Context: an optimization exercise on an open-source flow, tuned for small area, a short achievable clock period and few clock cycles per item. The choices shown serve that exercise and are no tape-out recipe.
In this exercise RTL edits were held to simulation tests only and were not proved equivalent to the original.
Power and IR drop assume default switching activity.

==> run a: inputs <==
// set_of_stacks_with_pop_at
module set_of_stacks_with_pop_at #(
   parameter int NUM_STACKS  = 8,
   parameter int STACK_DEPTH = 16,
   parameter int DATA_WIDTH  = 32
) (
   input  wire logic                  clock,
   input  wire logic                  reset,
   input  wire logic                  req_valid,
   output logic                       req_stall,
   input  wire logic [36:0]           req_data,
   output logic                       rsp_valid,
   input  wire logic                  rsp_stall,
   output logic      [38:0]           rsp_data,
   input  wire logic                  psel,
   input  wire logic                  penable,
   input  wire logic                  pwrite,
   input  wire logic [2:0]            paddr,
   input  wire logic [31:0]           pwdata,
   output logic      [31:0]           prdata,
   output logic                       pready
);
   logic [4:0] eff_cap, eff_cap_m1;
   logic       accept, s1_hold;
   logic       all_empty, current_full;
   logic [7:0] top_stack;
   logic [15:0] top_pos;
   logic [127:0] push_sel;
   logic [1:0] status;
   logic [2:0] current_stack;
   assign req_stall = s1_hold;
   assign accept    = req_valid && !s1_hold && !reset;
   sos_csr u_csr (
      .clock    (clock),
      .reset    (reset),
      .psel     (psel),
      .penable  (penable),
      .pwrite   (pwrite),
      .paddr    (paddr),
      .pwdata   (pwdata),
      .prdata   (prdata),
      .pready   (pready),
      .eff_cap    (eff_cap),
      .eff_cap_m1 (eff_cap_m1)
   );
   sos_ctrl u_ctrl (
      .clock         (clock),
      .reset         (reset),
      .accept        (accept),
      .req_data      (req_data),
      .eff_cap       (eff_cap),
      .eff_cap_m1    (eff_cap_m1),
  ...
==> module sos_dp, before the edit <==
module sos_dp (
   input  wire logic        clock,
   input  wire logic        reset,
   input  wire logic        accept,
   input  wire logic [31:0] push_value,
   input  wire logic [127:0] push_sel,
   input  wire logic [1:0]  status,
   input  wire logic        all_empty,
   input  wire logic        current_full,
   input  wire logic [2:0]  current_stack,
   input  wire logic [7:0]  top_stack,
   input  wire logic [15:0] top_pos,
   input  wire logic        rsp_stall,
   output logic             s1_hold,
   output logic             rsp_valid,
   output logic [38:0]      rsp_data
);
   logic [31:0] mem [128];
   always_ff @(posedge clock) begin
      for (int w = 0; w < 128; w++) begin
         if (push_sel[w]) begin
            mem[w] <= push_value;
         end
      end
   end
   logic       s1_valid_ff;
   logic [1:0] s1_status_ff;
   logic       s1_all_empty_ff, s1_full_ff;
   logic [2:0] s1_cur_ff;
   logic [7:0] s1_stack_ff;
   logic [15:0] s1_pos_ff;
   logic       r_valid_ff;
   logic [38:0] r_data_ff;
   logic       r_hold;
   logic [31:0] stack_word [8];
   logic [31:0] top_word;
   always_comb begin
      top_word = '0;
      for (int i = 0; i < 8; i++) begin
         stack_word[i] = '0;
         for (int p = 0; p < 16; p++) begin
            stack_word[i] = stack_word[i] | (mem[i * 16 + p] & {32{s1_pos_ff[p]}});
         end
         top_word = top_word | (stack_word[i] & {32{s1_stack_ff[i]}});
      end
   end
   assign r_hold  = r_valid_ff && rsp_stall;
   assign s1_hold = r_hold;
   always_ff @(posedge clock) begin
      if (reset) begin
         s1_valid_ff <= 1'b0;
         r_valid_ff  <= 1'b0;
      end else begin
         if (!s1_hold) s1_valid_ff <= accept;
         if (!r_hold)  r_valid_ff  <= s1_valid_ff;
      end
   end
   always_ff @(posedge clock) begin
      if (!s1_hold) begin
         s1_status_ff    <= status;
         s1_all_empty_ff <= all_empty;
         s1_full_ff      <= current_full;
         s1_cur_ff       <= current_stack;
         s1_stack_ff     <= top_stack;
         s1_pos_ff       <= top_pos;
      end
      if (!r_hold) begin
         r_data_ff <= {top_word, s1_status_ff, s1_all_empty_ff, s1_full_ff, s1_cur_ff};
      end
   end
   assign rsp_valid = r_valid_ff;
   assign rsp_data  = r_data_ff;
endmodule
Settings: LEC_CHECK=0, CAP_MARGIN=20, CORE_MARGIN=2, CORE_UTILIZATION=40, CTS_CLUSTER_DIAMETER=100, CTS_CLUSTER_SIZE=24, SETUP_SLACK_MARGIN=4.4, SLEW_MARGIN=20, TNS_END_PERCENT=5; clock period 8.0 ns.
standard.sh (not shown) runs the stock make flow with config.mk's settings and CLKGATE_MAP_FILE= SYNTH_SCRIPT=/design/flow/synth_recipe.tcl, a recipe that flattens the netlist after the stock synthesis.
==> flow/flow/run.sh <==
#!/bin/bash
# The standard layout, with plain buffers (not delay buffers) on the ports.
set -euo pipefail
bash standard.sh "BUFFER_PORTS_ARGS=-buffer_cell sky130_fd_sc_hd__buf_4" finish > standard_flow.log 2>&1
==> run b (differences from run a) <==
--- a/flow/design.v
+++ b/flow/design.v
@@ -240,17 +240,17 @@
          stack_word[i] = '0;
          for (int p = 0; p < 16; p++) begin
             stack_word[i] = stack_word[i] | (mem[i * 16 + p] & {32{s1_pos_ff[p]}});
          end
          top_word = top_word | (stack_word[i] & {32{s1_stack_ff[i]}});
       end
    end
    assign r_hold  = r_valid_ff && rsp_stall;
-   assign s1_hold = r_hold;
+   assign s1_hold = s1_valid_ff && r_hold;
    always_ff @(posedge clock) begin
       if (reset) begin
          s1_valid_ff <= 1'b0;
          r_valid_ff  <= 1'b0;
       end else begin
          if (!s1_hold) s1_valid_ff <= accept;
          if (!r_hold)  r_valid_ff  <= s1_valid_ff;
       end
==> flow/run.sh (new file) <==
#!/bin/bash
# synth_recipe.tcl (not shown) runs the flow's synth.tcl, then flattens the netlist and writes it again
# the make line also repeats each setting of config.mk as NAME=value (left out here)
make -C /OpenROAD-flow-scripts/flow DESIGN_CONFIG=/design/flow/config.mk WORK_HOME=/design/flow/orfs CLKGATE_MAP_FILE= SYNTH_SCRIPT=/design/flow/synth_recipe.tcl finish
- SETUP_SLACK_MARGIN: 4.4 -> 3.5
removed: flow/flow/run.sh
removed: flow/standard.sh
==> run c (differences from run a) <==
--- a/flow/design.v
+++ b/flow/design.v
@@ -17,77 +17,80 @@
    input  wire logic        psel,
    input  wire logic        penable,
    input  wire logic        pwrite,
    input  wire logic [2:0]  paddr,
    input  wire logic [31:0] pwdata,
    output logic      [31:0] prdata,
    output logic             pready,
    output logic      [4:0]  eff_cap,        
-   output logic      [4:0]  eff_cap_m1      
+   output logic      [4:0]  eff_cap_m2,     
+   output logic             cap_we,
+   output logic      [4:0]  cap_wdata       
 );
    logic [4:0] capacity_ff;
-   logic [4:0] eff_cap_ff, eff_cap_m1_ff;
-   logic       cap_we;
-   logic [4:0] cap_wdata;
+   logic [4:0] eff_cap_ff, eff_cap_m2_ff;
    logic [4:0] wr_cap;
    assign wr_cap    = pwdata[4:0];
    assign cap_we    = psel && penable && pwrite && !paddr[2];
    assign cap_wdata = (wr_cap == 5'd0) ? 5'd1 : ((wr_cap > 5'd16) ? 5'd16 : wr_cap);
    always_ff @(posedge clock) begin
       if (reset) begin
          capacity_ff   <= sos_pkg::CAPACITY_RESET;
          eff_cap_ff    <= 5'd16;
-         eff_cap_m1_ff <= 5'd15;
+         eff_cap_m2_ff <= 5'd14;
       end else if (cap_we) begin
          capacity_ff   <= wr_cap;
          eff_cap_ff    <= cap_wdata;
-         eff_cap_m1_ff <= cap_wdata - 5'd1;
+         eff_cap_m2_ff <= cap_wdata - 5'd2;
       end
    end
    assign pready     = 1'b1;
    assign prdata     = {27'd0, capacity_ff & {5{~paddr[2]}}};
    assign eff_cap    = eff_cap_ff;
-   assign eff_cap_m1 = eff_cap_m1_ff;
+   assign eff_cap_m2 = eff_cap_m2_ff;
 endmodule
 `default_nettype wire
 `default_nettype none
 module sos_ctrl (
    input  wire logic        clock,
    input  wire logic        reset,
    input  wire logic        accept,
    input  wire logic [36:0] req_data,
-   input  wire logic [4:0]  eff_cap,
-   input  wire logic [4:0]  eff_cap_m1,
+   input  wire logic [4:0]  eff_cap,         
+   input  wire logic [4:0]  eff_cap_m2,      
+   input  wire logic        cap_we,
+   input  wire logic [4:0]  cap_wdata,       
    output logic [127:0]     push_sel,
    output logic [1:0]       status,
    output logic             all_empty,
    output logic             current_full,
    output logic [2:0]       current_stack,
    output logic [7:0]       top_stack,       
    output logic [15:0]      top_pos          
 );
    logic [4:0] fill_ff [8];
    logic [7:0] cur_ff;               
    logic [1:0] act;
    logic [2:0] idx;
    assign act = req_data[36:35];
    assign idx = req_data[2:0];
-   logic [7:0] ne, one, ge_m1, ge_0, ge_p1, full_ff, almost_ff;
+   logic [7:0] full_ff;              
+   logic [7:0] almost_ff;            
+   logic [7:0] ne, one, eq_0, eq_m2, wr_full, wr_almost;
    logic [15:0] pos [8];             
    logic [15:0] pos_m1 [8];          
-   assign full_ff   = ge_0;      
-   assign almost_ff = ge_m1;     
    always_comb begin
       for (int i = 0; i < 8; i++) begin
          ne[i]        = (fill_ff[i] != 5'd0);
          one[i]       = (fill_ff[i] == 5'd1);
-         ge_m1[i]     = (fill_ff[i] >= eff_cap_m1);
-         ge_0[i]      = (fill_ff[i] >= eff_cap);
-         ge_p1[i]     = ge_0[i] && (fill_ff[i] != eff_cap);
+         eq_0[i]      = (fill_ff[i] == eff_cap);
+         eq_m2[i]     = (fill_ff[i] == eff_cap_m2);
+         wr_full[i]   = (fill_ff[i] >= cap_wdata);
+         wr_almost[i] = (6'(fill_ff[i]) + 6'd1 >= 6'(cap_wdata));
          for (int p = 0; p < 16; p++) begin
             pos[i][p]    = (fill_ff[i] == 5'(p));
             pos_m1[i][p] = (fill_ff[i] == 5'(p + 1));
          end
       end
    end
    logic [7:0] cur_nxt, cur_le;
    logic       cur_full, nxt_full, nxt_almost, cur_almost, at_last;
@@ -125,51 +128,58 @@
    assign under = !(|cand);
    logic       push_ok, pop_ok;
    logic [7:0] inc, dec;
    assign push_ok = is_push && !over;
    assign pop_ok  = (is_pop || is_popat) && !under;
    assign inc     = push_ok ? tgt : 8'd0;
    assign dec     = pop_ok ? s : 8'd0;
    logic [4:0] fill_nx [8];
-   logic [7:0] ne_nx, cur_nx;
+   logic [7:0] ne_nx, full_nx, almost_nx, cur_nx;
    always_comb begin
       for (int i = 0; i < 8; i++) begin
+         full_nx[i]   = inc[i] ? almost_ff[i] : (full_ff[i] && !(dec[i] && eq_0[i]));
+         almost_nx[i] = inc[i] ? (almost_ff[i] || eq_m2[i]) : (dec[i] ? full_ff[i] : almost_ff[i]);
          fill_nx[i]   = inc[i] ? (fill_ff[i] + 5'd1) : (dec[i] ? (fill_ff[i] - 5'd1) : fill_ff[i]);
          ne_nx[i]     = inc[i] || (ne[i] && !(dec[i] && one[i]));
       end
       if (is_push) begin
          cur_nx = push_ok ? tgt : cur_ff;
       end else if (is_popat) begin
          cur_nx = cur_ff;
       end else begin
          cur_nx = s;
       end
    end
    always_ff @(posedge clock) begin
       if (reset) begin
          for (int i = 0; i < 8; i++) begin
             fill_ff[i] <= 5'd0;
          end
+         full_ff   <= 8'd0;
+         almost_ff <= 8'd0;
          cur_ff    <= 8'd1;
       end else if (accept) begin
          for (int i = 0; i < 8; i++) begin
             fill_ff[i] <= fill_nx[i];
          end
+         full_ff   <= full_nx;
+         almost_ff <= almost_nx;
          cur_ff    <= cur_nx;
+      end else if (cap_we) begin
+         full_ff   <= wr_full;
+         almost_ff <= wr_almost;
       end
    end
-   logic [127:0] slot;
    always_comb begin
       for (int i = 0; i < 8; i++) begin
          for (int p = 0; p < 16; p++) begin
-            slot[i * 16 + p] = !over && tgt[i] && pos[i][p];
+            push_sel[i * 16 + p] = (cur_ff[i] || cur_nxt[i]) && pos[i][p];
          end
       end
-      push_sel = slot & {128{accept && is_push}};
    end
    logic top_ok;
    assign top_ok    = is_top && !under;
    assign top_stack = top_ok ? s : 8'd0;
    always_comb begin
       top_pos = '0;
       for (int i = 0; i < 8; i++) begin
          top_pos = top_pos | (pos_m1[i] & {16{s[i]}});
@@ -184,19 +194,19 @@
          status = sos_pkg::ST_OVER;
       end else if (!is_push && under) begin
          status = sos_pkg::ST_UNDER;
       end
       all_empty     = !(|ne_nx);
       if (is_push) begin
          current_full = over || (cur_full ? nxt_almost : cur_almost);
       end else if (is_popat) begin
-         current_full = |(cur_ff & ((dec & ge_p1) | (~dec & full_ff)));
+         current_full = |(cur_ff & full_ff & ~(dec & eq_0));
       end else begin
-         current_full = |(s & ((dec & ge_p1) | (~dec & full_ff)));
+         current_full = |(s & full_ff & ~(dec & eq_0));
       end
       current_stack = enc(cur_nx);
    end
 endmodule
 `default_nettype wire
 `default_nettype none
 module sos_dp (
    input  wire logic        clock,
@@ -289,17 +299,18 @@
    input  wire logic                  psel,
    input  wire logic                  penable,
    input  wire logic                  pwrite,
    input  wire logic [2:0]            paddr,
    input  wire logic [31:0]           pwdata,
    output logic      [31:0]           prdata,
    output logic                       pready
 );
-   logic [4:0] eff_cap, eff_cap_m1;
+   logic [4:0] eff_cap, eff_cap_m2, cap_wdata;
+   logic       cap_we;
    logic       accept, s1_hold;
    logic       all_empty, current_full;
    logic [7:0] top_stack;
    logic [15:0] top_pos;
    logic [127:0] push_sel;
    logic [1:0] status;
    logic [2:0] current_stack;
    assign req_stall = s1_hold;
@@ -310,25 +321,29 @@
       .psel     (psel),
       .penable  (penable),
       .pwrite   (pwrite),
       .paddr    (paddr),
       .pwdata   (pwdata),
       .prdata   (prdata),
       .pready   (pready),
       .eff_cap    (eff_cap),
-      .eff_cap_m1 (eff_cap_m1)
+      .eff_cap_m2 (eff_cap_m2),
+      .cap_we     (cap_we),
+      .cap_wdata  (cap_wdata)
    );
    sos_ctrl u_ctrl (
       .clock         (clock),
       .reset         (reset),
       .accept        (accept),
       .req_data      (req_data),
       .eff_cap       (eff_cap),
-      .eff_cap_m1    (eff_cap_m1),
+      .eff_cap_m2    (eff_cap_m2),
+      .cap_we        (cap_we),
+      .cap_wdata     (cap_wdata),
       .push_sel      (push_sel),
       .status        (status),
       .all_empty     (all_empty),
       .current_full  (current_full),
       .current_stack (current_stack),
       .top_stack     (top_stack),
       .top_pos       (top_pos)
    );
- SETUP_SLACK_MARGIN: 4.4 -> 4.65
- TNS_END_PERCENT: 5 -> 10
==> comparison table <==
item                                                                       run c        run b        run a
Cell count after synthesis                                                  8754         8577         8543
Smallest setup slack after layout                                        4360 ps      3080 ps      3940 ps
Buffer count from post-CTS setup fixing                                       76           74          214
Status                                          no timing/DRC/antenna violations  no timing/DRC/antenna violations  no timing/DRC/antenna violations
Levels on crit path                                                            7           11           12
Total via count after detailed routing                                     95349        94303        96989
Per-cell routed wire length                                              38.5 um      38.1 um      40.0 um
Share of final-layout standard cells stronger than drive strength 1        11.9%        11.3%        15.9%
Met2 track demand over resource in global routing                          41.8%        40.6%        41.5%
Area of the multi-input gates                                        0.0311 mm^2  0.0300 mm^2  0.0310 mm^2
Multiplexer area fraction after synthesis                                0.0749%       0.104%       0.312%
Non-clk bufs                                                                 555          600          885
Portion of the layout cell area used by non-clock buffers                  3.03%        3.24%        6.52%
Tapcells inserted                                                           5242         5220         5220
Count of placed standard cells including taps                              13869        13697        13658
Initial antenna violation count                                               32           38           36
Simple-gate share of the synthesized area                                  3.42%        3.43%        3.47%
Post-Place Setup Slack                                                   2980 ps      1520 ps      2060 ps
Total Power                                                             0.0409 W     0.0383 W     0.0397 W
Wire length on met1                                                    208000 um    204000 um    210000 um
Syn Area/Cell                                                          18.1 um^2    18.3 um^2    18.4 um^2
Testbench counts of run a, summed over its fixed seeds: cycles 9,616, items 9,600.
Testbench counts of run b, summed over its fixed seeds: cycles 9,616, items 9,600.
Testbench counts of run c, summed over its fixed seeds: cycles 9,616, items 9,600.

==> separate check: timing with driven ports <==
In the flow no input, the clock included, has a driving cell. The finished layouts below were timed again as built, in two steps. Step 1, drivers: a clkbuf_16 drives clock and a buf_2 each remaining input, both assumed. Step 2 adds t to the input delays and takes it off the output delays; t is the mean of the earliest and latest rising clock arrival at the registers after step 1. Input paths then give back, and output paths get back, about the clock's delay inside the block. Three values: no drivers, after step 1, after step 2; two values: the first two.
run	t (ns)	setup slack, ns	cell pins on the clock port's net
run a	1.044	3.939 / 4.019 / 2.975	1
run b	1.058	3.081 / 3.152 / 2.094	1
run c	1.036	4.358 / 4.358 / 3.531	1
After both steps setup and hold are still met in every run listed. For run b, which loses most, drivers alone change the setup slack by +0.071 ns; drivers and shift together by -0.987 ns.
